Context: an optimization exercise on an open-source flow, tuned for small area and a short achievable clock period. The choices shown serve that exercise and are no tape-out recipe.
No run shown here included a check of the RTL's function; only the layout flow was run.
Power is estimated from default activity; no workload was simulated.

`flow/run.sh`:
```
#!/bin/bash
# Standard layout, with plain buffers (buf_1) on the ports instead of the default delay buffers,
# and ABC told that gate outputs drive a light load (so that it does not pick x4 cells for the
# small single-gate modules of the design).
set -euo pipefail
bash standard.sh "BUFFER_PORTS_ARGS=-buffer_cell sky130_fd_sc_hd__buf_1" "ABC_LOAD_IN_FF=1" finish > standard_make.log 2>&1
```
`standard.sh`:
```
#!/bin/bash
# synth_recipe.tcl (not shown) runs the flow's synth.tcl, then flattens the netlist and writes it again
# the make line also repeats each setting of config.mk as NAME=value (left out here)
make -C /OpenROAD-flow-scripts/flow DESIGN_CONFIG=/design/flow/config.mk WORK_HOME=/design/flow/orfs CLKGATE_MAP_FILE= SYNTH_SCRIPT=/design/flow/synth_recipe.tcl "${@:-finish}"
```
`config.mk`:
```
export PLATFORM = sky130hd
export DESIGN_NAME = logic_probe_trigger
export DESIGN_NICKNAME = logic_probe_trigger
export VERILOG_FILES = /design/flow/design.v
export SDC_FILE = /design/flow/constraint.sdc
export NUM_CORES = 4
export LEC_CHECK = 0
export CAP_MARGIN = 20
export CORE_MARGIN = 2
export CORE_UTILIZATION = 72
export CTS_CLUSTER_DIAMETER = 50
export CTS_CLUSTER_SIZE = 20
export SETUP_SLACK_MARGIN = 1.6
export SLEW_MARGIN = 20
export SYNTH_HIERARCHICAL = 1
```
`constraint.sdc`:
```
create_clock -name core_clock -period 3.5 [get_ports {clock}]
set_input_delay 0.7000 -clock core_clock [delete_from_list [all_inputs] [get_ports {clock}]]
set_output_delay 0.7000 -clock core_clock [all_outputs]
set_load 0.01 [all_outputs]
```
`design.v`:
```
module logic_probe_trigger #(
    parameter int WIDTH = 128,
    parameter int CNTW  = 16
) (
    input  logic                  clock,
    input  logic                  reset,
    input  logic                  arm,
    input  logic [WIDTH-1:0]      channels,
    input  logic [WIDTH-1:0]      match_mask,
    input  logic [WIDTH-1:0]      match_value,
    input  logic [WIDTH-1:0]      edge_mask,
    input  logic [CNTW-1:0]       occurrences,
    input  logic [CNTW-1:0]       delay,
    input  logic [CNTW-1:0]       sample_div,
    output logic [WIDTH-1:0]      channels_out,
    output logic                  trigger,
    output logic                  sample,
    output logic [1:0]            status
);
    localparam logic [1:0] IDLE  = 2'd0;
    localparam logic [1:0] ARMED = 2'd1;
    localparam logic [1:0] DELAY = 2'd2;
    localparam logic [1:0] FIRED = 2'd3;
    localparam int NGRP = WIDTH / 4;
    logic [1:0]       state_q;
    logic [1:0]       stat_q;
    logic             trigger_q;
    logic             sample_q;
    logic [WIDTH-1:0] ch_q;
    logic [WIDTH-1:0] chout_q;
    logic [WIDTH-1:0] mask_q;
    logic [WIDTH-1:0] value_q;
    logic [WIDTH-1:0] edge_q;
    logic [NGRP-1:0]  grp_q;
    logic [CNTW-1:0]  occ_cnt_q;
    logic             occ_dec_q;
    logic             occ_gt1_q;
    logic             occ_gt2_q;
    logic [CNTW-1:0]  dly_cnt_q;
    logic             dly_zero_q;
    logic             dly_le1_q;
    logic [CNTW-1:0]  div_cnt_q;
    logic             div_zero_q;
    logic             arm_ok_s;
    logic             more_s;
    logic             count_s;
    logic [1:0]       hit_state_s;
    logic [1:0]       idle_state_s;
    logic [WIDTH-1:0] mask_d_s;
    logic [WIDTH-1:0] value_d_s;
    logic [WIDTH-1:0] edge_d_s;
    logic [5:0]       hit_d_s;
    logic [5:0]       idle_d_s;
    logic [5:0]       next_d_s;
    assign arm_ok_s = arm && (state_q != FIRED);
    logic [CNTW-1:0] occ_dec_s, dly_dec_s, div_dec_s;
    lpt_dec u_dec_occ (.x(occ_cnt_q), .y(occ_dec_s));
    lpt_dec u_dec_dly (.x(dly_cnt_q), .y(dly_dec_s));
    lpt_dec u_dec_div (.x(div_cnt_q), .y(div_dec_s));
    for (genvar i = 0; i < WIDTH; i++) begin : g_cfg
        lpt_mux u_m (.s(arm), .a(match_mask[i]),  .b(mask_q[i]),  .y(mask_d_s[i]));
        lpt_mux u_v (.s(arm), .a(match_value[i]), .b(value_q[i]), .y(value_d_s[i]));
        lpt_mux u_e (.s(arm), .a(edge_mask[i]),   .b(edge_q[i]),  .y(edge_d_s[i]));
    end
    logic [WIDTH-1:0] bit_ok_s;
    logic [NGRP-1:0]  grp_d_s;
    for (genvar i = 0; i < WIDTH; i++) begin : g_bit
        lpt_bit_ok u_ok (.q(channels[i]), .qq(ch_q[i]), .m(mask_d_s[i]), .v(value_d_s[i]),
                         .e(edge_d_s[i]), .ok(bit_ok_s[i]));
    end
    for (genvar i = 0; i < NGRP; i++) begin : g_l1
        lpt_nand4 u_n (.a(bit_ok_s[4*i +: 4]), .y(grp_d_s[i]));
    end
    logic [15:0] grp8_s;
    logic [3:0]  grp32_n_s;
    logic [5:0]  grp64_s;
    for (genvar i = 0; i < 16; i++) begin : g_l2
        lpt_nor2 u_n (.a(grp_q[2*i +: 2]), .y(grp8_s[i]));
    end
    for (genvar i = 0; i < 4; i++) begin : g_l3
        lpt_nand4 u_n (.a(grp8_s[4*i +: 4]), .y(grp32_n_s[i]));
    end
    for (genvar i = 0; i < 6; i++) begin : g_l4
        lpt_nor2 u_n (.a(grp32_n_s[2*(i%2) +: 2]), .y(grp64_s[i]));
    end
    for (genvar i = 0; i < 6; i++) begin : g_sel
        lpt_sel u_s (.a(grp64_s[2*(i/2)]), .b(grp64_s[2*(i/2)+1]), .h(hit_d_s[i]),
                     .i(idle_d_s[i]), .y(next_d_s[i]));
    end
    always_comb begin
        more_s  = occ_dec_q ? occ_gt2_q : occ_gt1_q;
        count_s = (state_q == ARMED) && !arm_ok_s;
        if (arm_ok_s) begin
            idle_state_s = ARMED;
            hit_state_s  = ARMED;
        end else if (state_q == ARMED) begin
            idle_state_s = ARMED;
            hit_state_s  = more_s ? ARMED : (dly_zero_q ? FIRED : DELAY);
        end else if (state_q == DELAY && dly_le1_q) begin
            idle_state_s = FIRED;
            hit_state_s  = FIRED;
        end else begin
            idle_state_s = state_q;
            hit_state_s  = state_q;
        end
        if (reset) begin
            idle_state_s = IDLE;
            hit_state_s  = IDLE;
        end
        hit_d_s  = {count_s && more_s && !reset, hit_state_s == FIRED, hit_state_s, hit_state_s};
        idle_d_s = {1'b0, idle_state_s == FIRED, idle_state_s, idle_state_s};
    end
    always_ff @(posedge clock) begin
        if (reset) begin
            ch_q    <= {WIDTH{1'b0}};
            chout_q <= {WIDTH{1'b0}};
        end else begin
            ch_q    <= channels;
            chout_q <= ch_q;
        end
    end
    always_ff @(posedge clock) begin
        mask_q  <= mask_d_s;
        value_q <= value_d_s;
        edge_q  <= edge_d_s;
        grp_q   <= grp_d_s;
    end
    always_ff @(posedge clock) begin
        state_q   <= next_d_s[1:0];
        stat_q    <= next_d_s[3:2];
        trigger_q <= next_d_s[4];
        occ_dec_q <= next_d_s[5];
    end
    always_ff @(posedge clock) begin
        if (arm) begin
            occ_cnt_q <= (occurrences == {CNTW{1'b0}}) ? {{(CNTW-1){1'b0}}, 1'b1} : occurrences;
            occ_gt1_q <= |occurrences[CNTW-1:1];
            occ_gt2_q <= |occurrences[CNTW-1:2] | &occurrences[1:0];
        end else if (occ_dec_q) begin
            occ_cnt_q <= occ_dec_s;
            occ_gt1_q <= |occ_cnt_q[CNTW-1:2] | &occ_cnt_q[1:0];
            occ_gt2_q <= |occ_cnt_q[CNTW-1:2];
        end
    end
    always_ff @(posedge clock) begin
        if (arm) begin
            dly_cnt_q  <= delay;
            dly_zero_q <= delay == {CNTW{1'b0}};
            dly_le1_q  <= ~|delay[CNTW-1:1];
        end else if (state_q == DELAY) begin
            dly_cnt_q  <= dly_dec_s;
            dly_le1_q  <= ~|dly_cnt_q[CNTW-1:2] & ~&dly_cnt_q[1:0];
        end
    end
    always_ff @(posedge clock) begin
        if (reset) begin
            div_cnt_q  <= {CNTW{1'b0}};
            div_zero_q <= 1'b1;
            sample_q   <= 1'b0;
        end else if (div_zero_q) begin
            div_cnt_q  <= sample_div;
            div_zero_q <= sample_div == {CNTW{1'b0}};
            sample_q   <= 1'b1;
        end else begin
            div_cnt_q  <= div_dec_s;
            div_zero_q <= ~|div_cnt_q[CNTW-1:1] & div_cnt_q[0];
            sample_q   <= 1'b0;
        end
    end
    assign channels_out = chout_q;
    assign trigger      = trigger_q;
    assign sample       = sample_q;
    assign status       = stat_q;
endmodule
module lpt_bit_ok (
    input  logic q,
    input  logic qq,
    input  logic m,
    input  logic v,
    input  logic e,
    output logic ok
);
    logic diff_s;   
    logic same_s;   
    lpt_xor2 u_d (.a(q), .b(v), .y(diff_s));
    lpt_xnor2 u_s (.a(q), .b(qq), .y(same_s));
    lpt_aoi32 u_o (.a1(m), .a2(e), .a3(same_s), .b1(m), .b2(diff_s), .y(ok));
endmodule
module lpt_xor2 (
    input  logic a,
    input  logic b,
    output logic y
);
    assign y = a ^ b;
endmodule
module lpt_xnor2 (
    input  logic a,
    input  logic b,
    output logic y
);
    assign y = ~(a ^ b);
endmodule
module lpt_aoi32 (
    input  logic a1,
    input  logic a2,
    input  logic a3,
    input  logic b1,
    input  logic b2,
    output logic y
);
    assign y = ~((a1 & a2 & a3) | (b1 & b2));
endmodule
module lpt_mux (
    input  logic s,
    input  logic a,
    input  logic b,
    output logic y
);
    assign y = s ? a : b;
endmodule
module lpt_nand4 (
    input  logic [3:0] a,
    output logic       y
);
    assign y = ~&a;
endmodule
module lpt_nor2 (
    input  logic [1:0] a,
    output logic       y
);
    assign y = ~|a;
endmodule
module lpt_sel (
    input  logic a,
    input  logic b,
    input  logic h,
    input  logic i,
    output logic y
);
    assign y = (a & b) ? h : i;
endmodule
module lpt_dec (
    input  logic [15:0] x,
    output logic [15:0] y
);
    logic [6:0] pz;      
    logic [7:3]  fl;     
    logic [15:9] fh;     
    logic       lo_nz;   
    logic [15:12] hi_nz;
    for (genvar k = 0; k < 7; k++) begin : g_pz
        lpt_nor2 u_p (.a(x[2*k +: 2]), .y(pz[k]));
    end
    lpt_inv   u_y0  (.a(x[0]), .y(y[0]));
    lpt_xnor2 u_y1  (.a(x[1]), .b(x[0]), .y(y[1]));
    lpt_xor2  u_y2  (.a(x[2]), .b(pz[0]), .y(y[2]));
    lpt_nor3  u_f3  (.a(x[0]), .b(x[1]), .c(x[2]), .y(fl[3]));
    lpt_xor2  u_y3  (.a(x[3]), .b(fl[3]), .y(y[3]));
    lpt_nand2 u_f4  (.a(pz[0]), .b(pz[1]), .y(fl[4]));
    lpt_xnor2 u_y4  (.a(x[4]), .b(fl[4]), .y(y[4]));
    lpt_nand3b u_f5 (.an(x[4]), .b(pz[0]), .c(pz[1]), .y(fl[5]));
    lpt_xnor2 u_y5  (.a(x[5]), .b(fl[5]), .y(y[5]));
    lpt_nand3 u_f6  (.a(pz[0]), .b(pz[1]), .c(pz[2]), .y(fl[6]));
    lpt_xnor2 u_y6  (.a(x[6]), .b(fl[6]), .y(y[6]));
    lpt_nand4b u_f7 (.an(x[6]), .b(pz[0]), .c(pz[1]), .d(pz[2]), .y(fl[7]));
    lpt_xnor2 u_y7  (.a(x[7]), .b(fl[7]), .y(y[7]));
    lpt_nand4 u_f8  (.a(pz[3:0]), .y(lo_nz));
    lpt_xnor2 u_y8  (.a(x[8]), .b(lo_nz), .y(y[8]));
    lpt_nor2  u_f9  (.a({x[8], lo_nz}), .y(fh[9]));
    lpt_xor2  u_y9  (.a(x[9]), .b(fh[9]), .y(y[9]));
    lpt_nor2b u_f10 (.a(lo_nz), .bn(pz[4]), .y(fh[10]));
    lpt_xor2  u_y10 (.a(x[10]), .b(fh[10]), .y(y[10]));
    lpt_nor3b u_f11 (.a(lo_nz), .b(x[10]), .cn(pz[4]), .y(fh[11]));
    lpt_xor2  u_y11 (.a(x[11]), .b(fh[11]), .y(y[11]));
    lpt_nand2 u_h12 (.a(pz[4]), .b(pz[5]), .y(hi_nz[12]));
    lpt_nand3b u_h13 (.an(x[12]), .b(pz[4]), .c(pz[5]), .y(hi_nz[13]));
    lpt_nand3 u_h14 (.a(pz[4]), .b(pz[5]), .c(pz[6]), .y(hi_nz[14]));
    lpt_nand4b u_h15 (.an(x[14]), .b(pz[4]), .c(pz[5]), .d(pz[6]), .y(hi_nz[15]));
    for (genvar i = 12; i < 16; i++) begin : g_hi
        lpt_nor2 u_f (.a({hi_nz[i], lo_nz}), .y(fh[i]));
        lpt_xor2 u_y (.a(x[i]), .b(fh[i]), .y(y[i]));
    end
endmodule
module lpt_inv (
    input  logic a,
    output logic y
);
    assign y = ~a;
endmodule
module lpt_nand2 (
    input  logic a,
    input  logic b,
    output logic y
);
    assign y = ~(a & b);
endmodule
module lpt_nand3 (
    input  logic a,
    input  logic b,
    input  logic c,
    output logic y
);
    assign y = ~(a & b & c);
endmodule
module lpt_nand3b (
    input  logic an,
    input  logic b,
    input  logic c,
    output logic y
);
    assign y = ~(~an & b & c);
endmodule
module lpt_nand4b (
    input  logic an,
    input  logic b,
    input  logic c,
    input  logic d,
    output logic y
);
    assign y = ~(~an & b & c & d);
endmodule
module lpt_nor3 (
    input  logic a,
    input  logic b,
    input  logic c,
    output logic y
);
    assign y = ~(a | b | c);
endmodule
module lpt_nor2b (
    input  logic a,
    input  logic bn,
    output logic y
);
    assign y = ~(a | ~bn);
endmodule
module lpt_nor3b (
    input  logic a,
    input  logic b,
    input  logic cn,
    output logic y
);
    assign y = ~(a | b | ~cn);
endmodule
```
==> results of run 1 <==
## what timing repair did
item,in CTS,in global routing
pin swaps,2,1
gates cloned,0,1
buffers inserted,3,4
setup endpoints to repair,53,21
gates resized for setup,14,7
## modules after synthesis, one instance, submodules excluded, excerpt
module               cells  area (sq um)  flip-flops and latches  times used
lpt_nand3b               1          7.51                       0           6
lpt_nand4b               1          8.76                       0           6
lpt_nor3                 1          5.00                       0           3
lpt_sel                  2          15.0                       0           6
lpt_mux                  1          11.3                       0         384
lpt_nor2b                1          6.26                       0           3
lpt_aoi32                1          8.76                       0         128
lpt_nand2                1          3.75                       0           6
lpt_inv                  1          3.75                       0           3
lpt_nand4                1          6.26                       0          39
lpt_xnor2                1          8.76                       0         146
lpt_nor2                 1          3.75                       0          58
logic_probe_trigger   1157         17700                     732           1
lpt_nor3b                1          7.51                       0           3
## final timing paths
path / endpoint / cells after the start
setup / recovery: grp_q[19]$_DFF_P_ / 6
hold / removal: edge_q[74]$_DFF_P_ / 2
setup reg to reg: dly_cnt_q[15]$_DFFE_PP_ / 6
hold reg to reg: edge_q[46]$_DFF_P_ / 1
## registers in the layout, indices dropped and copies added, names as in the netlist
signal      count
occ_dec_q       1
grp_q          32
occ_cnt_q      16
div_zero_q      1
occ_gt2_q       1
occ_gt1_q       1
dly_le1_q       1
dly_zero_q      1
chout_q       128
edge_q        128
value_q       128
stat_q          2
div_cnt_q      16
mask_q        128
sample_q        1
ch_q          128
trigger_q       1
state_q         2
dly_cnt_q      16
## through the flow
stage / instance area (sq um) / std cells / util
after floorplan: 26600 / 2115 / -
after global placement: 30000 / 3266 / 0.821
after detailed placement: 30000 / 3266 / 0.821
after CTS: 31600 / 3351 / 0.866
after global routing: 31800 / 3403 / 0.871
final: 31900 / 3418 / 0.872
## layout by cell type (no fill, tap or decap), types with 22 or more instances in the layout
| cell type | n |
|---|---|
| a32oi_1 | 128 |
| buf_1 | 685 |
| buf_4 | 22 |
| clkbuf_16 | 51 |
| dfxtp_1 | 691 |
| diode_2 | 62 |
| edfxtp_1 | 36 |
| mux2_1 | 390 |
| mux2_2 | 31 |
| nand4_1 | 44 |
| nor2_1 | 80 |
| nor2b_1 | 260 |
| xnor2_1 | 146 |
| xor2_1 | 155 |
## synthesized netlist by cell type
cell	instances	area, sq um
dfxtp_1	696	13900
mux2_1	390	4390
nor2b_1	260	1630
xor2_1	155	1360
xnor2_1	146	1280
a32oi_1	128	1120
nor2_1	84	315
nand4_1	44	275
edfxtp_1	36	1080
mux2_2	31	349
clkbuf_1	27	101
nor4_1	18	113
mux2i_1	17	170
nand2_1	15	56.3
a21oi_1	8	40.0
buf_2	8	40.0
nor3_1	7	35.0
nand3_1	6	30.0
nand3b_1	6	45.0
nand4b_1	6	52.6
inv_1	5	18.8
nor3b_1	4	30.0
nor4b_1	3	26.3
buf_1	2	7.51
o21ai_0	2	10.0
a211oi_1	1	7.51
a21o_1	1	7.51
a2bb2oi_1	1	8.76
and4_1	1	8.76
buf_4	1	7.51
conb_1	1	3.75
nand2b_1	1	6.26
o21a_1	1	7.51
or2_2	1	6.26
or3_1	1	6.26
or4_1	1	7.51
## report_power, final
group          internal (uW)  switching, uW  total (uW)  leakage, uW
Combinational           1010           1140        2150      0.00493
Clock                   2980           2940        5920     0.000775
Sequential              9140            286        9430      0.00618
Total                  13100           4370       17500       0.0119
## kinds of logic (layout without fill, tap and decap cells)
group,count (synthesis),count (layout),share of synthesized area
AOI/OAI and AO/OA,142,142,0.0452
xor gates and xnor gates,301,301,0.0992
and+or+nand+nor,458,458,0.0993
other,1,63,0.000141
DFF,732,732,0.565
muxes,438,438,0.185
buffers and inverters,43,816,0.00659
## layer usage
layer / share of wire / global-route usage / vias up
met5: 0.0014 / 0 / -
met4: 0.085 / 0.309 / 16
met3: 0.082 / 0.123 / 314
met2: 0.48 / 0.655 / 838
met1: 0.35 / 0.400 / 9356
li1: - / - / 9042
## layout make-up
class | instances | area [sq um] | area share
Sequential cell | 732 | 15000 | 0.471
Tap cell | 468 | 586 | 0.0184
Clock inverter | 25 | 267 | 0.00836
Multi-Input combinational cell | 1340 | 11400 | 0.358
Antenna cell | 62 | 155 | 0.00487
Inverter | 5 | 18.8 | 0.000589
Timing Repair Buffer | 729 | 3080 | 0.0966
Clock buffer | 57 | 1330 | 0.0416
## critical path: stages
cell and delay, ns:
clkbuf_16 0.20, buf_12 0.32, mux2_1 0.41, xor2_1 0.20
a32oi_1 0.31, nand4_1 0.13
==> results.toml, run 1 <==
[placed_design]
gp_congestion = 0.939
io_buffers = 694
dp_hpwl_um = 60100
pre_cts_ws_ns = 0.778

[layout]
drive_gt1_frac = 0.0575
num-nets-final = 3420
nFillCells = 1889
areaGrowthSynthToFinish_pct = 19.9

[outcome]
outcome = "finished clean"

[power_and_ir_drop]
p_leak_uw = 0.0119
peakVddDrop_uv = 493
power_uw = 17500
p_per_area_mw_per_mm2 = 549

[setup_path]
r2r_slack_ns = 1.62
crit_start = "arm"
path_max_fanout = 60
worstPathArrival_ns = 2.38
start_kind = "input port"
critical_path_class = "input port to flop"
critPathCaptureType = "flop"
r2r_start = "dly_cnt_q[1]$_DFFE_PP_"
cp.required_ns = 3.97

[synthesis]
yosysWarnings = 7
synth_area_sq_mm = 0.0266
synth_cell_types = 36
syn-instance-count = 2115
syn_avg_cell_area_sq_um = 12.6
synth_seq_cells = 732
syn-num-nets = 2678
ys_seq_area_frac = 0.565

[global_routing]
first_global_vias = 19795
grt_max_degree = 70
grt_pass1_wl_um = 112000
grt_overflow = 0
antenna_found_initial = 60
track_usage = 0.388

[timing]
rsz0062_at_grt = "yes"
skew_ns = 0.0133
hold_viol = 0
fin_crit_sh = 0.546
period_needed_ns = 1.91
setup_viol_count_final = 0
max_slew.worst_pin.slew_ns = 0.898
report.final.slew_viol_count = 0
clock.fmax_mhz = 523
layout_setup_ws_ns = 1.59
hold_slack_ns = 0.332
slew_headroom = 0.402
setup_tns_ns = 0

[routing]
dr.pass1.iters = 5
drt_iter0_drc = 1181
wirelength_um = 78900
vias = 19566
drc = 0
avgRoutedWirePerCell_um = 23.1
antenna_left = 0
vias_per_cell = 5.72

[clocking]
cts_root_buffer = "clkbuf_16"
holdBufCountCts = 0
h-tree-depth = 2
numCtsBuffers = 49
cts_tree = "yes"
cts.sinks = 732
clkTransAtPathRegs_ns = 0.08
cts_max_path_buffers = 3
insertion_delay_ns = 0.60

[job]
cap_violations = 0

[worst_hold_path]
min_from = "edge_mask[74]"
hp-class = "input port to flop"

[die]
rows = 70
ios = 695
die_w_um = 196
core_sq_mm = 0.0365
start_util = 0.728
die-area_sq_mm = 0.0385
fp.dieH_um = 196
==> run 2: changes to the inputs <==
--- a/design.v
+++ b/design.v
@@ -50,2 +50,3 @@
     logic [WIDTH-1:0] value_d_s;
+    logic [WIDTH-1:0] value_dn_s;   
     logic [WIDTH-1:0] edge_d_s;
@@ -61,3 +62,4 @@
         lpt_mux u_m (.s(arm), .a(match_mask[i]),  .b(mask_q[i]),  .y(mask_d_s[i]));
-        lpt_mux u_v (.s(arm), .a(match_value[i]), .b(value_q[i]), .y(value_d_s[i]));
+        lpt_muxi u_v (.s(arm), .a(match_value[i]), .b(value_q[i]), .y(value_dn_s[i]));
+        lpt_inv  u_vi (.a(value_dn_s[i]), .y(value_d_s[i]));
         lpt_mux u_e (.s(arm), .a(edge_mask[i]),   .b(edge_q[i]),  .y(edge_d_s[i]));
@@ -67,3 +69,3 @@
     for (genvar i = 0; i < WIDTH; i++) begin : g_bit
-        lpt_bit_ok u_ok (.q(channels[i]), .qq(ch_q[i]), .m(mask_d_s[i]), .v(value_d_s[i]),
+        lpt_bit_ok u_ok (.q(channels[i]), .qq(ch_q[i]), .m(mask_d_s[i]), .vn(value_dn_s[i]),
                          .e(edge_d_s[i]), .ok(bit_ok_s[i]));
@@ -178,3 +180,3 @@
     input  logic m,
-    input  logic v,
+    input  logic vn,
     input  logic e,
@@ -184,3 +186,3 @@
     logic same_s;   
-    lpt_xor2 u_d (.a(q), .b(v), .y(diff_s));
+    lpt_xnor2 u_d (.a(q), .b(vn), .y(diff_s));
     lpt_xnor2 u_s (.a(q), .b(qq), .y(same_s));
@@ -220,2 +222,10 @@
 endmodule
+module lpt_muxi (
+    input  logic s,
+    input  logic a,
+    input  logic b,
+    output logic y
+);
+    assign y = ~(s ? a : b);
+endmodule
 module lpt_nand4 (
--- a/config.mk
+++ b/config.mk
@@ -10,4 +10,4 @@
 export CORE_UTILIZATION = 72
-export CTS_CLUSTER_DIAMETER = 50
-export CTS_CLUSTER_SIZE = 20
+export CTS_CLUSTER_DIAMETER = 80
+export CTS_CLUSTER_SIZE = 30
 export SETUP_SLACK_MARGIN = 1.6
==> run 2 against run 1 <==
Compared with the run above:
- still clean
- non-clock buffer count is 3 lower
- first-iteration DRC count is 23% lower
- core utilization is 1.7 points lower
- clock skew is 0.014 ns higher
- maximum frequency is 0.68% higher
- setup slack better by 0.013 ns
- die area is 1.2% higher
- critical path depth stayed put
- clock power is about 30% lower
- critical path type is now flop to flop
- largest cell class unchanged
- largest power group unchanged
==> results.toml, run 2 <==
[setup_path]
reg2reg_depth = 6
critical_path_class = "flop to flop"
critPathCaptureType = "flop"
r2r_slack_ns = 1.60
cp.depth = 6
r2r_start = "occ_cnt_q[3]$_DFFE_PP_"
path_buf_inv = 1
path_max_fanout = 5
reg2reg_to = "occ_cnt_q[9]$_DFFE_PP_"
worstPathCellList = "nor2_2 > nand4_1 > buf_4 > nor2_1 > xor2_1 > mux2_2"
cpMaxStageDelayCell = "edfxtp_1"
start_kind = "flop"
cp_slowest_stage_delay_ns = 0.49
cp.required_ns = 3.86
critical-path-top-delay-family = "simple AND/OR/NAND/NOR gates"
worstPathArrival_ns = 2.26

[layout]
mostFrequentLayoutCells = "dfxtp_1 (694), buf_1 (672), xnor2_1 (274)"
areaGrowthSynthToFinish_pct = 16.6
final_area_sq_mm = 0.0314
drive_gt1_frac = 0.0438
fin_util = 0.855
final_common_cell = "dfxtp_1"
num-nets-final = 3525

[global_routing]
antenna_found_initial = 51
grt_overflow = 0
grt_pass1_wl_um = 109000
grt_max_degree = 95
first_global_vias = 19584
track_usage = 0.367

[synthesis]
yosys.area.top_type_share = 0.518
synthArstFlopShare = 0
yosys.area.top_type = "dfxtp_1"
synth_most_common_cell = "dfxtp_1"
netlist_top_cells_area = "dfxtp_1 (52%), mux2_1 (11%), xnor2_1 (8.9%)"
synth_area_sq_mm = 0.0269
syn-num-nets = 2806
syn_avg_cell_area_sq_um = 12.0
syn-instance-count = 2243
synth_edf_count = 36
synthTopCellsByCount = "dfxtp_1 (696), xnor2_1 (274), mux2_1 (262)"
synth_cell_types = 36
synth_seq_cells = 732
ys.flop_type = "dfxtp_1"
ys_seq_area_frac = 0.558
yosysWarnings = 7

[clocking]
insertion_delay_ns = 0.62
clkTransAtPathRegs_ns = 0.12
cts.sinks = 732
h-tree-depth = 1
numCtsBuffers = 29
cts_tree = "yes"
cts_max_path_buffers = 3
cts_root_buffer = "clkbuf_16"

[timing]
layout_setup_ws_ns = 1.60
fin_crit_sh = 0.543
slew_headroom = 0.453
setup_viol_count_final = 0
period_needed_ns = 1.90
hold_viol = 0
max_slew.worst_pin.slew_ns = 0.821
setup_tns_ns = 0
rsz0062_at_grt = "yes"
report.final.slew_viol_count = 0
hold_slack_ns = 0.310
skew_ns = 0.0270
clock.fmax_mhz = 527

[worst_hold_path]
hold-path-cell-count = 2
min_from = "edge_mask[79]"
holdPathEnd = "edge_q[79]$_DFF_P_"
hp-class = "input port to flop"

[routing]
highest_layer = "met5"
drt_iter0_drc = 912
vias_per_cell = 5.57
wl_met1_um = 27200
antenna_left = 0
dr.pass1.iters = 5
dr_wl_met3_um = 5970
vias = 19404
drc = 0
wl_met2_um = 37000
wirelength_um = 75000
avgRoutedWirePerCell_um = 21.5

[die]
start_util = 0.733
fp.dieH_um = 197
ios = 695
die_w_um = 197
core_sq_mm = 0.0367
rows = 70
die-area_sq_mm = 0.0389

[job]
cap_violations = 0

[power_and_ir_drop]
peakVddDrop_uv = 433
p_per_area_mw_per_mm2 = 503
p_leak_uw = 0.0122

[placed_design]
io_buffers = 694
placed_area_sq_mm = 0.0303
pre_cts_ws_ns = 0.810
gp_congestion = 0.930
dp_hpwl_um = 58900

[outcome]
outcome = "finished clean"
-- run 2: cell types whose count changed after synthesis, sizes merged --
cell,change
inv,+128
mux2,-128
mux2i,+128
xnor2,+128
xor2,-128
-- run 2: area by class of cell --
type	count	area (sq um)
diodes	47	118
clock buffers	35	768
clock inverters	5	67.6
fillers	2050	5320
inverters	133	499
multi-input cells	1340	11300
flip-flops and latches	732	15000
well taps	468	586
repair buffers	726	3070
-- run 2: stage by stage --
stage          power (uW)  cells
2_1_floorplan       10900   2243
3_3_place_gp        11600   3391
3_5_place_dp        11800   3391
4_1_cts             15800   3437
5_1_grt             16300   3476
6_report            15800   3486
-- run 2: how the worst max path moves through the flow --
stage | from | endpoint | slack [ns]
after floorplan | dly_cnt_q[0]$_DFFE_PP_ | dly_cnt_q[11]$_DFFE_PP_ | 1.61
after global placement | arm | dly_cnt_q[5]$_DFFE_PP_ | 0.88
after detailed placement | arm | grp_q[0]$_DFF_P_ | 0.81
after CTS | stat_q[0]$_DFF_P_ | status[0] | 1.60
after global routing | dly_cnt_q[0]$_DFFE_PP_ | dly_cnt_q[11]$_DFFE_PP_ | 1.54
final | occ_cnt_q[3]$_DFFE_PP_ | occ_cnt_q[9]$_DFFE_PP_ | 1.60
-- run 2: per-layer routing --
metal,vias to the layer above,GRT usage
met2,672,0.632
met3,229,0.111
met1,9269,0.393
li1,9216,-
met4,18,0.236
met5,-,0
-- run 2: power breakdown --
group          leakage (uW)  switching, uW  internal, uW
sequential          0.00618            278          9140
clock              0.000413           2510          1630
combinational       0.00560           1160          1060
-- run 2: modules after synthesis (local to each module, per instance), a selection --
module	cells inside	area [sq um]	times used
lpt_inv	1	3.75	131
lpt_aoi32	1	8.76	128
lpt_nor2	1	3.75	58
lpt_xor2	1	8.76	27
lpt_xnor2	1	8.76	274
lpt_nor3b	1	7.51	3
lpt_sel	2	15.0	6
lpt_nand4	1	6.26	39
lpt_nor3	1	5.00	3
lpt_mux	1	11.3	256
-- run 2: cell families after synthesis --
kind of cell	share of synthesized area
flops	0.558
simple gates	0.0981
mux	0.177
xor+xnor	0.0980
buf+inv	0.0244
compound gates	0.0447
other cells	0.000139
-- run 2: worst reg2reg max path: stages, from the launching register on --
cell and delay (ns):
edfxtp_1 0.49, nor2_2 0.25, nand4_1 0.19, buf_4 0.20, nor2_1 0.13, xor2_1 0.10, mux2_2 0.27
-- run 2: timing repair --
item | 4_1_cts | 5_1_grt
hold buffers | 0 | 0
buffers inserted | 6 | 2
resized for setup | 14 | 19
setup endpoints to repair | 60 | 31
pin swaps | 3 | 0
==> run 3: changes to the inputs <==
==> flow/run.sh (replaced) <==
#!/bin/bash
# Standard layout, with plain buffers (buf_1) on the ports instead of the default delay buffers,
# ABC told that gate outputs drive a light load (so that it does not pick x4 cells for the small
# single-gate modules of the design), and timing repair free to resize cells across footprints.
set -euo pipefail
bash standard.sh "BUFFER_PORTS_ARGS=-buffer_cell sky130_fd_sc_hd__buf_1" "ABC_LOAD_IN_FF=1" "MATCH_CELL_FOOTPRINT=0" finish > standard_make.log 2>&1
--- a/config.mk
+++ b/config.mk
@@ -12,3 +12,3 @@
 export CTS_CLUSTER_SIZE = 30
-export SETUP_SLACK_MARGIN = 1.6
+export SETUP_SLACK_MARGIN = 1.7
 export SLEW_MARGIN = 20
==> run 3 against run 2 <==
Compared with the run above:
- still clean on timing, DRC and antenna
- clock skew down 0.0041 ns
- synthesized cell count did not move
- core utilization increased by 2.8 points
- critical path type is now input port to flop
- largest power group unchanged
==> results.toml, run 3 <==
[worst_hold_path]
hp-class = "input port to flop"

[clocking]
numCtsBuffers = 30
cts_root_buffer = "clkbuf_16"
cts_tree = "yes"
cts.sinks = 732
insertion_delay_ns = 0.62
h-tree-depth = 1
clkTransAtPathRegs_ns = 0.11
cts_max_path_buffers = 3

[power_and_ir_drop]
p_leak_uw = 0.0129
peakVddDrop_uv = 490
p_per_area_mw_per_mm2 = 502

[routing]
drc = 0
wirelength_um = 78200
avgRoutedWirePerCell_um = 22.3
vias_per_cell = 5.65
vias = 19815
antenna_left = 0
drt_iter0_drc = 1070
dr.pass1.iters = 5

[timing]
hold_slack_ns = 0.303
setup_viol_count_final = 0
report.final.slew_viol_count = 0
hold_viol = 0
setup_tns_ns = 0
clock.fmax_mhz = 536
period_needed_ns = 1.87
fin_crit_sh = 0.533
max_slew.worst_pin.slew_ns = 0.682
slew_headroom = 0.546
rsz0062_at_grt = "yes"
layout_setup_ws_ns = 1.63
skew_ns = 0.0229

[setup_path]
start_kind = "input port"
worstPathCellList = "buf_6 > buf_16 > mux2i_1 > xnor2_1 > a32oi_1 > nand4_1"
worstPathArrival_ns = 2.33
cp.required_ns = 3.97
cp_slowest_stage_delay_ns = 0.36
critPathCaptureType = "flop"
path_max_fanout = 82
critical_path_class = "input port to flop"
cpMaxStageDelayCell = "buf_16"

[job]
cap_violations = 0

[placed_design]
gp_congestion = 0.959
dp_hpwl_um = 59400
io_buffers = 694
pre_cts_ws_ns = 0.922

[synthesis]
synthArstFlopShare = 0
yosys.area.top_type_share = 0.518
synth_area_sq_mm = 0.0269
synth_most_common_cell = "dfxtp_1"
syn-instance-count = 2243
yosys.area.top_type = "dfxtp_1"
ys.flop_type = "dfxtp_1"
syn_avg_cell_area_sq_um = 12.0
netlist_top_cells_area = "dfxtp_1 (52%), mux2_1 (11%), xnor2_1 (8.9%)"
syn-num-nets = 2806
synth_seq_cells = 732
ys_seq_area_frac = 0.558
synth_cell_types = 36
synthTopCellsByCount = "dfxtp_1 (696), xnor2_1 (274), mux2_1 (262)"
synth_edf_count = 36
yosysWarnings = 7

[global_routing]
use_met1 = 0.397
track_usage = 0.377
first_global_vias = 20007
busiest_layer = "met2"
grt_overflow = 0
grt_max_degree = 89
grt_pass1_wl_um = 112000
antenna_found_initial = 48
grt_use_met2 = 0.655
use_met3 = 0.111

[die]
core_sq_mm = 0.0367
die_w_um = 197
rows = 70
die-area_sq_mm = 0.0389
ios = 695
start_util = 0.733
fp.dieH_um = 197

[layout]
mostFrequentLayoutCells = "dfxtp_1 (608), buf_1 (561), xnor2_1 (274)"
drive_gt1_frac = 0.121
num-nets-final = 3543
nFillCells = 1820
final_common_cell = "dfxtp_1"
areaGrowthSynthToFinish_pct = 20.4

[outcome]
outcome = "finished clean"
[run 3: cell counts after synthesis]
No cell type changed its count.
[run 3: path summary, 6_finish.rpt]
kind	startpoint	endpoint	slack, ns	cells after the start
min	edge_mask[85]	edge_q[85]$_DFF_P_	0.30	2
max	arm	grp_q[3]$_DFF_P_	1.63	6
max reg2reg	dly_cnt_q[5]$_DFFE_PP_	dly_cnt_q[10]$_DFFE_PP_	1.68	6
min reg2reg	edge_q[51]$_DFF_P_	edge_q[51]$_DFF_P_	0.47	1
[run 3: final cells by class]
type / count / area (sq um) / share of cell area
timing repair buffer: 743 / 3800 / 0.117
clock buffer: 37 / 808 / 0.0250
inverter: 133 / 499 / 0.0154
sequential: 732 / 15100 / 0.467
clock inverter: 10 / 141 / 0.00436
antenna: 42 / 105 / 0.00324
tap: 468 / 586 / 0.0181
multi-input combinational: 1340 / 11300 / 0.350
[run 3: cell families (layout without fill, tap and decap cells)]
family,count (synthesis),count (layout),synth area share
AND/OR/NAND/NOR,458,458,0.0981
flip-flops,732,732,0.558
AO/OA/AOI/OAI,142,142,0.0447
multiplexers,438,438,0.177
buffers and inverters,171,923,0.0244
other,1,43,0.000139
XOR/XNOR,301,301,0.0980
[run 3: power by group]
part	total (uW)	leakage [uW]	internal, uW	switching (uW)
Sequential	9450	0.00621	9150	298
Clock	4440	0.000463	1840	2600
Combinational	2360	0.00618	1150	1210
[run 3: routing by layer]
| layer | routed length, um | vias up | part of all wire |
|---|---|---|---|
| li1 | - | 9248 | - |
| met1 | 27900 | 9444 | 0.36 |
| met2 | 38800 | 844 | 0.50 |
| met3 | 6220 | 263 | 0.079 |
| met4 | 5210 | 16 | 0.067 |
| met5 | 110 | - | 0.0014 |
[run 3: modules after synthesis (local to each module, per instance), a selection]
module      flip-flops and latches  area (sq um)  copies in the design  cells inside
lpt_nand3b                       0          7.51                     6             1
lpt_nor3                         0          5.00                     3             1
lpt_nor2                         0          3.75                    58             1
lpt_nor2b                        0          6.26                     3             1
lpt_nand4                        0          6.26                    39             1
lpt_xnor2                        0          8.76                   274             1
lpt_nor3b                        0          7.51                     3             1
lpt_aoi32                        0          8.76                   128             1
[run 3: critical path, delay by kind of cell]
family                 cells  cell delay [ns]
buffers and inverters      2             0.58
multiplexers               1             0.34
AO/OA/AOI/OAI              1             0.29
AND/OR/NAND/NOR            1             0.16
XOR/XNOR                   1             0.13
[run 3: repair_timing]
item	CTS	global route
buffers inserted	9	17
hold buffers	0	0
endpoints found under the setup margin	151	144
endpoints found under the hold margin	0	0
resized for setup	257	205
pin swaps	4	3
[run 3: metrics by stage]
stage / area, sq um / cells / total power [uW] / util
after floorplan: 26900 / 2243 / 10900 / -
after global placement: 30300 / 3390 / 11600 / 0.825
after detailed placement: 30300 / 3390 / 11800 / 0.825
after CTS: 31700 / 3446 / 16100 / 0.864
after global routing: 32400 / 3498 / 16800 / 0.882
final: 32400 / 3505 / 16300 / 0.883
==> run 4: changes to the inputs <==
--- a/config.mk
+++ b/config.mk
@@ -13,3 +13,3 @@
 export SETUP_SLACK_MARGIN = 1.7
-export SLEW_MARGIN = 20
+export SLEW_MARGIN = 60
 export SYNTH_HIERARCHICAL = 1
==> run 4 against run 3 <==
Compared with the run above:
- power about the same
- area after synthesis did not move
- final cell count hardly changed
- largest power group unchanged
==> results.toml, run 4 <==
[setup_path]
start_kind = "input port"
cpMaxStageDelayCell = "buf_16"
reg2reg_depth = 6
path_max_fanout = 82
r2r_start = "occ_cnt_q[5]$_DFFE_PP_"
critical_path_class = "input port to flop"
cp_slowest_stage_delay_ns = 0.37
worstPathArrival_ns = 2.33
reg2reg_to = "occ_cnt_q[10]$_DFFE_PP_"
crit_start = "arm"
critPathCaptureType = "flop"
worstPathCellList = "buf_6 > buf_16 > mux2i_1 > xnor2_1 > a32oi_1 > nand4_1"
r2r_slack_ns = 1.71
cp.required_ns = 3.97
setup.worst_path.end = "grp_q[3]$_DFF_P_"

[layout]
final_area_sq_mm = 0.0324
mostFrequentLayoutCells = "dfxtp_1 (608), buf_1 (561), xnor2_1 (274)"
drive_gt1_frac = 0.121
num-nets-final = 3542
areaGrowthSynthToFinish_pct = 20.5
final_common_cell = "dfxtp_1"

[clocking]
cts.sinks = 732
insertion_delay_ns = 0.63
cts_max_path_buffers = 3
numCtsBuffers = 30
cts_root_buffer = "clkbuf_16"
cts_tree = "yes"
clkTransAtPathRegs_ns = 0.11
h-tree-depth = 1
holdBufCountCts = 0

[routing]
antenna_left = 0
drt_iter0_drc = 1058
vias = 19820
wirelength_um = 78300
avgRoutedWirePerCell_um = 22.3
vias_per_cell = 5.65
dr.pass1.iters = 5
drc = 0

[synthesis]
synth_most_common_cell = "dfxtp_1"
netlist_top_cells_area = "dfxtp_1 (52%), mux2_1 (11%), xnor2_1 (8.9%)"
yosys.area.top_type_share = 0.518
synth_seq_cells = 732
yosys.area.top_type = "dfxtp_1"
synth_edf_count = 36
ys_seq_area_frac = 0.558
synthTopCellsByCount = "dfxtp_1 (696), xnor2_1 (274), mux2_1 (262)"
ys.flop_type = "dfxtp_1"
syn_avg_cell_area_sq_um = 12.0
synth_area_sq_mm = 0.0269
yosysWarnings = 7
syn-num-nets = 2806
syn-instance-count = 2243
synth_cell_types = 36
synthArstFlopShare = 0

[die]
start_util = 0.733
rows = 70
core_sq_mm = 0.0367
fp.dieH_um = 197
die-area_sq_mm = 0.0389
ios = 695
die_w_um = 197

[global_routing]
first_global_vias = 19980
grt_overflow = 0
grt_max_degree = 89
grt_pass1_wl_um = 112000
antenna_found_initial = 49
track_usage = 0.377

[job]
cap_violations = 0

[power_and_ir_drop]
peakVddDrop_uv = 488
p_leak_uw = 0.0128
p_per_area_mw_per_mm2 = 502
power_uw = 16300

[worst_hold_path]
hp-class = "input port to flop"

[timing]
hold_viol = 0
rsz0062_at_grt = "yes"
skew_ns = 0.0290
setup_tns_ns = 0
fin_crit_sh = 0.533
report.final.slew_viol_count = 0
period_needed_ns = 1.87
setup_viol_count_final = 0
clock.fmax_mhz = 536

[placed_design]
dp_hpwl_um = 59400
io_buffers = 694
gp_congestion = 0.959
placed_area_sq_mm = 0.0303

[outcome]
outcome = "finished clean"
-- run 4: worst min-delay path by stage --
stage | startpoint | to | slack [ns] | cells after the start
after global placement | edge_q[20]$_DFF_P_ | edge_q[20]$_DFF_P_ | 0.44 | 1
after detailed placement | edge_q[65]$_DFF_P_ | edge_q[65]$_DFF_P_ | 0.44 | 1
after CTS | edge_mask[85] | edge_q[85]$_DFF_P_ | 0.28 | 2
after global routing | edge_mask[85] | edge_q[85]$_DFF_P_ | 0.29 | 2
final | edge_mask[85] | edge_q[85]$_DFF_P_ | 0.30 | 2
after floorplan | edge_q[0]$_DFF_P_ | edge_q[0]$_DFF_P_ | 0.43 | 1
-- run 4: metal layers --
metal / vias up / wire [um] / global-route usage
met5: - / 120 / 0
met4: 18 / 5310 / 0.251
met3: 271 / 6370 / 0.110
met2: 856 / 38700 / 0.654
met1: 9427 / 27700 / 0.399
li1: 9248 / - / -
-- run 4: where the power goes --
part	switching [uW]	internal (uW)	leakage, uW
clock	2610	1840	0.000463
combinational	1210	1150	0.00617
sequential	298	9150	0.00621
total	4110	12100	0.0128
-- run 4: per-stage QoR --
| stage | worst slack, ns | hold WS, ns | util | std cells |
|---|---|---|---|---|
| 6_report | 1.63 | 0.300 | 0.883 | 3507 |
| 3_3_place_gp | 0.961 | 0.439 | 0.825 | 3390 |
| 4_1_cts | 1.64 | 0.284 | 0.863 | 3445 |
| 2_1_floorplan | 1.70 | 0.433 | - | 2243 |
| 5_1_grt | 1.62 | 0.293 | 0.882 | 3497 |
| 3_5_place_dp | 0.922 | 0.444 | 0.825 | 3390 |
-- run 4: critical path: cells and delay by family --
kind,cells,cell delay (ns)
buf+inv,2,0.59
xor+xnor,1,0.13
compound gates,1,0.29
mux,1,0.34
simple gates,1,0.17
-- run 4: logic make-up (layout without fill, tap and decap cells) --
group / after synthesis / in the layout / synth area share
buf+inv: 171 / 922 / 0.0244
other cells: 1 / 46 / 0.000139
xor+xnor: 301 / 301 / 0.0980
mux: 438 / 438 / 0.177
flops: 732 / 732 / 0.558
compound gates: 142 / 142 / 0.0447
simple gates: 458 / 458 / 0.0981
-- run 4: layout make-up --
cell class,count,area (sq um)
Inverter,133,499
Sequential cell,732,15100
Multi-Input combinational cell,1340,11300
Antenna cell,45,113
Clock buffer,37,808
Fill cell,1813,4290
Timing Repair Buffer,742,3810
Clock inverter,10,141
Tap cell,468,586
-- run 4: repair_timing --
item / in CTS / in global routing
buffers inserted: 8 / 17
pin swaps: 4 / 3
endpoints found under the setup margin: 151 / 148
gates resized for setup: 257 / 208
hold endpoints to repair: 0 / 0
-- run 4: Yosys stat by module, one instance, submodules excluded, a selection --
module,cells inside,copies in the design,flops+latches
lpt_nor3b,1,3,0
lpt_xnor2,1,274,0
lpt_mux,1,256,0
lpt_nand4b,1,6,0
lpt_nand2,1,6,0
lpt_muxi,1,128,0
lpt_nand3b,1,6,0
lpt_nor3,1,3,0
lpt_sel,2,6,0
==> run 5: changes to the inputs <==
--- a/config.mk
+++ b/config.mk
@@ -13,3 +13,3 @@
 export SETUP_SLACK_MARGIN = 1.7
-export SLEW_MARGIN = 60
+export SLEW_MARGIN = 80
 export SYNTH_HIERARCHICAL = 1
==> run 5 against run 4 <==
Compared with the run above:
- setup slack worse by 0.0048 ns
- hold slack improved by 0.013 ns
- clock skew is 0.013 ns lower
- via count up 2.4%
- clock-buffer cell count is 1 higher
- register-to-register slack lost 0.08 ns
- critical endpoint is now occ_cnt_q[11]$_DFFE_PP_
==> results.toml, run 5 <==
[timing]
hold_viol = 0
skew_ns = 0.0157
setup_viol_count_final = 0
layout_setup_ws_ns = 1.63
report.final.slew_viol_count = 0
fin_crit_sh = 0.535
clock.fmax_mhz = 535
period_needed_ns = 1.87
setup_tns_ns = 0
rsz0062_at_grt = "yes"

[clocking]
numCtsBuffers = 28
h-tree-depth = 1
clkTransAtPathRegs_ns = 0.12
cts_max_path_buffers = 3
insertion_delay_ns = 0.61
cts_tree = "yes"
cts_root_buffer = "clkbuf_16"
cts.sinks = 732

[job]
cap_violations = 0

[worst_hold_path]
min_from = "edge_mask[39]"
hp-class = "input port to flop"

[layout]
areaGrowthSynthToFinish_pct = 21.4
final_common_cell = "dfxtp_1"
multiInputGateArea_sq_mm = 0.0115
num-nets-final = 3565
drive_gt1_frac = 0.131
fin_util = 0.890
regArea_sq_mm = 0.0151
nFillCells = 1690
mostFrequentLayoutCells = "dfxtp_1 (634), buf_1 (563), xnor2_1 (273)"
final_area_sq_mm = 0.0327

[synthesis]
syn_avg_cell_area_sq_um = 12.0
yosys.area.top_type = "dfxtp_1"
synth_area_sq_mm = 0.0269
synth_top_family_by_area = "multiplexers"
synth_most_common_cell = "dfxtp_1"
synth_xor_area_frac = 0.0980
netlist_top_cells_area = "dfxtp_1 (52%), mux2_1 (11%), xnor2_1 (8.9%)"
synthMuxAreaShare = 0.177
synthArstFlopShare = 0
syn-instance-count = 2243
yosysWarnings = 7
synth_compound_area_frac = 0.0447
synthTopCellsByCount = "dfxtp_1 (696), xnor2_1 (274), mux2_1 (262)"
synth_cell_types = 36
syn-num-nets = 2806
synth_seq_cells = 732
yosys.area.top_type_share = 0.518
synth_edf_count = 36
ys_seq_area_frac = 0.558
ys.flop_type = "dfxtp_1"
synth-adder-area-share = 0
yosys.area_share.simple = 0.0981

[routing]
antenna_left = 0
wl_met1_um = 28700
wirelength_um = 81800
drc = 0
dr_wl_met3_um = 6820
avgRoutedWirePerCell_um = 23.1
wl_met2_um = 40400
drt_iter0_drc = 1056
highest_layer = "met5"
vias_per_cell = 5.74
dr.pass1.iters = 5
vias = 20296

[global_routing]
grt_overflow = 0
grt_max_degree = 63
track_usage = 0.379
grt_pass1_wl_um = 112000
first_global_vias = 19969
antenna_found_initial = 47

[power_and_ir_drop]
p_leak_uw = 0.0129
swShare = 0.254
switchingPower_uw = 4070
peakVddDrop_uv = 392
p_clk_frac = 0.256
p_int_uw = 12000
seqPwrFrac = 0.590
p_comb_frac = 0.154
p_per_area_mw_per_mm2 = 491

[setup_path]
path_max_fanout = 5
r2r_start = "occ_cnt_q[2]$_DFFE_PP_"
critPathCaptureType = "flop"
critical_path_class = "flop to flop"
crit_start = "occ_cnt_q[2]$_DFFE_PP_"
cp.required_ns = 3.87
start_kind = "flop"
worstPathArrival_ns = 2.25

[die]
ios = 695
die_w_um = 197
fp.dieH_um = 197
core_sq_mm = 0.0367
start_util = 0.733
die-area_sq_mm = 0.0389
rows = 70

[placed_design]
dp_hpwl_um = 59700
placed_area_sq_mm = 0.0305
gp_congestion = 0.959
pre_cts_ws_ns = 0.891
io_buffers = 694

[outcome]
outcome = "finished clean"
## run 5: changes by cell type in the layout (fill, tap and decap cells not counted), moves of 4 or more
| cell | previous run | this run |
|---|---|---|
| buf_12 | 8 | 14 |
| buf_2 | 19 | 10 |
| buf_4 | 39 | 56 |
| buf_6 | 80 | 44 |
| clkbuf_2 | 31 | 67 |
| dfxtp_1 | 608 | 634 |
| dfxtp_2 | 87 | 61 |
| diode_2 | 45 | 55 |
| mux2i_1 | 139 | 110 |
| mux2i_2 | 5 | 32 |
| nor2_1 | 75 | 70 |
| nor2_2 | 5 | 9 |
| nor4_1 | 18 | 13 |
| nor4_2 | 0 | 5 |
## run 5: routing by layer
metal,global-route usage,up-vias
met4,0.251,12
met2,0.659,902
met3,0.109,325
met5,0,-
li1,-,9307
met1,0.401,9750
## run 5: worst paths after layout
kind                                   to  slack [ns]  depth (start not counted)
setup / recovery  occ_cnt_q[11]$_DFFE_PP_        1.63                          6
setup reg to reg  occ_cnt_q[11]$_DFFE_PP_        1.63                          6
hold reg to reg        edge_q[51]$_DFF_P_        0.47                          1
hold / removal         edge_q[39]$_DFF_P_        0.31                          2
## run 5: kinds of logic (layout without fill, tap and decap cells)
kind of cell,count (synthesis),in the layout
muxes,438,438
AOI/OAI and AO/OA,142,142
buffers and inverters,171,940
other,1,56
DFF,732,732
xor gates and xnor gates,301,301
and+or+nand+nor,458,458
## run 5: stage by stage
step           hold WS (ns)  power (uW)  cells
6_report              0.312       16000   3535
5_1_grt               0.310       16500   3516
4_1_cts               0.301       15800   3452
3_5_place_dp          0.444       11800   3401
3_3_place_gp          0.439       11600   3390
2_1_floorplan         0.433       10900   2243
## run 5: critical path: stages, from the launching register on
cell,delay [ns]
edfxtp_1,0.51
nor2_4,0.21
nand4_1,0.17
clkbuf_2,0.20
nor3b_2,0.20
xor2_1,0.09
mux2_2,0.27
## run 5: final cells by class
| class | count | share of cell area |
|---|---|---|
| Sequential cell | 732 | 0.462 |
| Tap cell | 468 | 0.0179 |
| Clock inverter | 2 | 0.000421 |
| Timing Repair Buffer | 767 | 0.122 |
| Clock buffer | 38 | 0.0245 |
| Multi-Input combinational cell | 1340 | 0.354 |
| Antenna cell | 55 | 0.00421 |
| Inverter | 133 | 0.0153 |
## run 5: power by group through the flow
stage / Sequential [uW] / Combinational [uW] / Clock (uW)
2_1_floorplan: 9540 / 1370 / 0
3_3_place_gp: 9570 / 2060 / 0
3_5_place_dp: 9610 / 2190 / 0
4_1_cts: 9420 / 2270 / 4090
5_1_grt: 9520 / 2650 / 4360
6_report: 9460 / 2470 / 4110
## run 5: repair_timing
item,in CTS,in global routing
gates cloned,2,2
resized for setup,190,173
buffers inserted,9,23
pin swaps,2,6
hold buffers,0,0
setup endpoints to repair,114,120
## run 5: modules after synthesis, one instance, submodules excluded, excerpt
module               flip-flops and latches  copies in the design  cells inside
lpt_nand3                                 0                     6             1
lpt_nand2                                 0                     6             1
lpt_inv                                   0                   131             1
lpt_xor2                                  0                    27             1
lpt_sel                                   0                     6             2
lpt_nand3b                                0                     6             1
lpt_nand4                                 0                    39             1
logic_probe_trigger                     732                     1          1157
lpt_xnor2                                 0                   274             1
lpt_nor2                                  0                    58             1
lpt_nor3                                  0                     3             1
lpt_nor2b                                 0                     3             1
lpt_muxi                                  0                   128             1
lpt_nand4b                                0                     6             1
lpt_aoi32                                 0                   128             1
lpt_nor3b                                 0                     3             1
==> run 6: changes to the inputs <==
--- a/config.mk
+++ b/config.mk
@@ -12,4 +12,4 @@
 export CTS_CLUSTER_SIZE = 30
-export SETUP_SLACK_MARGIN = 1.7
-export SLEW_MARGIN = 80
+export SETUP_SLACK_MARGIN = 1.6
+export SLEW_MARGIN = 60
 export SYNTH_HIERARCHICAL = 1
==> run 6 against run 5 <==
Compared with the run above:
- setup slack worse by 0.022 ns
- area after synthesis unchanged
- final cell count down 1.4%
- largest cell class unchanged
- hold slack worse by 0.0061 ns
- combinational power down 11%
- still clean
- maximum frequency down 1.2%
- critical endpoint unchanged
- critical path type unchanged
- clock skew up 0.0043 ns
==> results.toml, run 6 <==
[outcome]
outcome = "finished clean"

[layout]
mostFrequentLayoutCells = "dfxtp_1 (693), buf_1 (673), xnor2_1 (274)"
fin_util = 0.854
final_common_cell = "dfxtp_1"
drive_gt1_frac = 0.0425
final_area_sq_mm = 0.0314
areaGrowthSynthToFinish_pct = 16.5
num-nets-final = 3520

[power_and_ir_drop]
p_leak_uw = 0.0122
power_uw = 15800
p_clk_frac = 0.263
swShare = 0.250
p_per_area_mw_per_mm2 = 504
p_comb_frac = 0.140
switchingPower_uw = 3950
peakVddDrop_uv = 493
p_int_uw = 11800
seqPwrFrac = 0.596

[timing]
skew_ns = 0.0200
fin_crit_sh = 0.541
report.final.slew_viol_count = 0
slew_headroom = 0.641
setup_tns_ns = 0
rsz0062_at_grt = "no"
setup_viol_count_final = 0
max_slew.worst_pin.slew_ns = 0.539
hold_viol = 0
period_needed_ns = 1.89
clock.fmax_mhz = 528

[routing]
drt_iter0_drc = 927
vias = 19405
drc = 0
avgRoutedWirePerCell_um = 21.5
vias_per_cell = 5.57
antenna_left = 0
wirelength_um = 75000
dr.pass1.iters = 6

[synthesis]
synth_cell_types = 36
synthArstFlopShare = 0
ys.flop_type = "dfxtp_1"
netlist_top_cells_area = "dfxtp_1 (52%), mux2_1 (11%), xnor2_1 (8.9%)"
syn-instance-count = 2243
syn_avg_cell_area_sq_um = 12.0
yosysWarnings = 7
synth_most_common_cell = "dfxtp_1"
yosys.area.top_type_share = 0.518
synthTopCellsByCount = "dfxtp_1 (696), xnor2_1 (274), mux2_1 (262)"
synth_area_sq_mm = 0.0269
yosys.area.top_type = "dfxtp_1"
ys_seq_area_frac = 0.558
syn-num-nets = 2806
synth_seq_cells = 732
synth_edf_count = 36

[worst_hold_path]
hp-class = "input port to flop"

[placed_design]
gp_congestion = 0.930
dp_hpwl_um = 59000
io_buffers = 694
placed_area_sq_mm = 0.0303

[die]
fp.dieH_um = 197
die_w_um = 197
core_sq_mm = 0.0367
die-area_sq_mm = 0.0389
start_util = 0.733
ios = 695
rows = 70

[global_routing]
track_usage = 0.367
grt_max_degree = 95
antenna_found_initial = 46
grt_overflow = 0
grt_pass1_wl_um = 109000
first_global_vias = 19560

[clocking]
cts_root_buffer = "clkbuf_16"
cts_tree = "yes"
clkTransAtPathRegs_ns = 0.12
numCtsBuffers = 29
insertion_delay_ns = 0.62
cts_max_path_buffers = 3
h-tree-depth = 1
cts.sinks = 732

[setup_path]
cp.required_ns = 3.87
critPathCaptureType = "flop"
r2r_slack_ns = 1.61
critical_path_class = "flop to flop"
start_kind = "flop"
path_max_fanout = 5
worstPathArrival_ns = 2.26

[job]
cap_violations = 0
## run 6: cell counts after synthesis
No cell type changed its count.
## run 6: cell type report
| type | instances | area [sq um] |
|---|---|---|
| antenna | 50 | 125 |
| timing repair buffer | 721 | 3030 |
| multi-input combinational | 1340 | 11300 |
| tap | 468 | 586 |
| fill | 2086 | 5340 |
| sequential | 732 | 15000 |
| clock inverter | 6 | 81.3 |
| clock buffer | 34 | 754 |
| inverter | 133 | 499 |
## run 6: power by group through the flow
stage                     Combinational (uW)  Clock [uW]  Sequential [uW]
after CTS                               2190        4170             9410
after global routing                    2410        4440             9490
final                                   2210        4160             9420
after global placement                  2060           0             9560
after floorplan                         1370           0             9540
after detailed placement                2160           0             9600
## run 6: path summary, 6_finish.rpt
kind,startpoint,end,depth (start not counted)
worst max-delay path,occ_cnt_q[3]$_DFFE_PP_,occ_cnt_q[11]$_DFFE_PP_,5
worst min-delay path,edge_mask[2],edge_q[2]$_DFF_P_,2
worst max register to register,occ_cnt_q[3]$_DFFE_PP_,occ_cnt_q[11]$_DFFE_PP_,5
worst min register to register,edge_q[89]$_DFF_P_,edge_q[89]$_DFF_P_,1
## run 6: stage by stage
stage	setup WS, ns	cells	hold WS [ns]
finish	1.61	3484	0.306
global route	1.59	3469	0.317
CTS	1.60	3434	0.294
detailed placement	0.810	3391	0.444
global placement	0.879	3391	0.439
floorplan	1.61	2243	0.433
## run 6: timing repair
item | CTS | global route
gates resized for setup | 15 | 20
hold buffers | 0 | 0
pin swaps | 3 | 0
cloned | 0 | 0
endpoints found under the setup margin | 57 | 35
buffers inserted | 3 | 0
## run 6: cells by family after synthesis
kind of cell,synth area share
buf+inv,0.0244
compound gates,0.0447
other cells,0.000139
simple gates,0.0981
flops,0.558
mux,0.177
xor+xnor,0.0980
## run 6: worst max-delay path: stages, from the launching register on
cell and delay (ns):
edfxtp_1 0.48, nor2_2 0.24, nand4_1 0.19, nor3b_1 0.33, xor2_1 0.13, mux2_2 0.27
## run 6: metal layers
layer / wire [um] / vias to the layer above / track usage
met1: 27100 / 9305 / 0.387
met4: 4570 / 12 / 0.229
met5: 85 / - / 0
met2: 37300 / 659 / 0.639
li1: - / 9212 / -
met3: 6050 / 217 / 0.113
## run 6: modules after synthesis, one instance, submodules excluded, excerpt
module      area [sq um]  flip-flops and latches  cells inside  copies in the design
lpt_nand2           3.75                       0             1                     6
lpt_inv             3.75                       0             1                   131
lpt_nor2b           6.26                       0             1                     3
lpt_xor2            8.76                       0             1                    27
lpt_nand4           6.26                       0             1                    39
lpt_nor2            3.75                       0             1                    58
lpt_aoi32           8.76                       0             1                   128
lpt_nand3           5.00                       0             1                     6
lpt_nand4b          8.76                       0             1                     6
lpt_mux             11.3                       0             1                   256
lpt_nor3            5.00                       0             1                     3
lpt_sel             15.0                       0             2                     6
lpt_nand3b          7.51                       0             1                     6
lpt_xnor2           8.76                       0             1                   274
lpt_nor3b           7.51                       0             1                     3
==> run 7: changes to the inputs <==
--- a/config.mk
+++ b/config.mk
@@ -9,6 +9,6 @@
 export CORE_MARGIN = 2
-export CORE_UTILIZATION = 72
+export CORE_UTILIZATION = 76
 export CTS_CLUSTER_DIAMETER = 80
 export CTS_CLUSTER_SIZE = 30
-export SETUP_SLACK_MARGIN = 1.6
+export SETUP_SLACK_MARGIN = 1.7
 export SLEW_MARGIN = 60
==> run 7 against run 6 <==
Compared with the run above:
- the run now fails in 3_2_place_iop
- area after synthesis did not move
- synthesized cell count unchanged
==> results.toml, run 7 <==
[outcome]
outcome = "stopped before the end"
lastStage = "3_2_place_iop"
tool.error = "[ERROR PPL-0024] Number of IO pins (695) exceeds maximum number of available positions (688). Increase the die perimeter from 768.58um to 945.20um."

[synthesis]
synthArstFlopShare = 0
syn-instance-count = 2243
synth_most_common_cell = "dfxtp_1"
yosysWarnings = 7
yosys.area.top_type = "dfxtp_1"
syn-num-nets = 2806
synth_cell_types = 36
netlist_top_cells_area = "dfxtp_1 (52%), mux2_1 (11%), xnor2_1 (8.9%)"
yosys.area.top_type_share = 0.518
synthTopCellsByCount = "dfxtp_1 (696), xnor2_1 (274), mux2_1 (262)"
synth_seq_cells = 732
syn_avg_cell_area_sq_um = 12.0
ys.flop_type = "dfxtp_1"
ys_seq_area_frac = 0.558
synth_area_sq_mm = 0.0269
synth_edf_count = 36

[die]
fp.dieH_um = 192
start_util = 0.775
rows = 68
die_w_um = 192
## run 7: cell counts after synthesis
No cell type changed its count.
## run 7: modules after synthesis, one instance, submodules excluded, excerpt
module | cells inside | flops+latches
lpt_inv | 1 | 0
lpt_xnor2 | 1 | 0
lpt_xor2 | 1 | 0
lpt_nor3 | 1 | 0
lpt_aoi32 | 1 | 0
lpt_nand3b | 1 | 0
lpt_muxi | 1 | 0
lpt_nand2 | 1 | 0
lpt_nor3b | 1 | 0
lpt_nand4b | 1 | 0
lpt_nor2 | 1 | 0
## run 7: kinds of logic after synthesis
group                     synth area share
and+or+nand+nor                     0.0981
other                             0.000139
AOI/OAI and AO/OA                   0.0447
xor gates and xnor gates            0.0980
buffers and inverters               0.0244
muxes                                0.177
DFF                                  0.558

-- re-timing with driven ports --
The results above use ideal ports. As a check the final layouts listed here were re-extracted and re-timed, cells and wires unchanged. Step 1 (the two cells are an assumption about what drives the block):
set clk [get_ports {clock}]
set_driving_cell -lib_cell sky130_fd_sc_hd__clkbuf_16 $clk
set_driving_cell -lib_cell sky130_fd_sc_hd__buf_2 [delete_from_list [all_inputs] $clk]
Step 2, shift: input delay + t, output delay - t, t = (earliest + latest rising clock arrival at the registers) / 2. This alone moves slack from input paths to output paths. Slacks: ideal / step 1 / step 2; pairs: ideal / step 1.
run | shift t [ns] | setup WS [ns] | worst setup path at the end | cell pins on the clock port's net
run 1 | 0.647 | 1.588 / 1.567 / 0.939 | input to register | 1
run 2 | 0.659 | 1.601 / 1.557 / 1.041 | input to register | 1
run 3 | 0.670 | 1.635 / 1.635 / 0.982 | input to register | 1
run 4 | 0.671 | 1.634 / 1.635 / 0.980 | input to register | 1
run 5 | 0.665 | 1.629 / 1.625 / 1.027 | input to register | 1
run 6 | 0.661 | 1.607 / 1.565 / 1.066 | input to register | 1
After both steps every run listed still meets setup and hold. For run 4, which loses most, drivers alone change the setup slack by +0.001 ns; drivers and shift together by -0.654 ns.
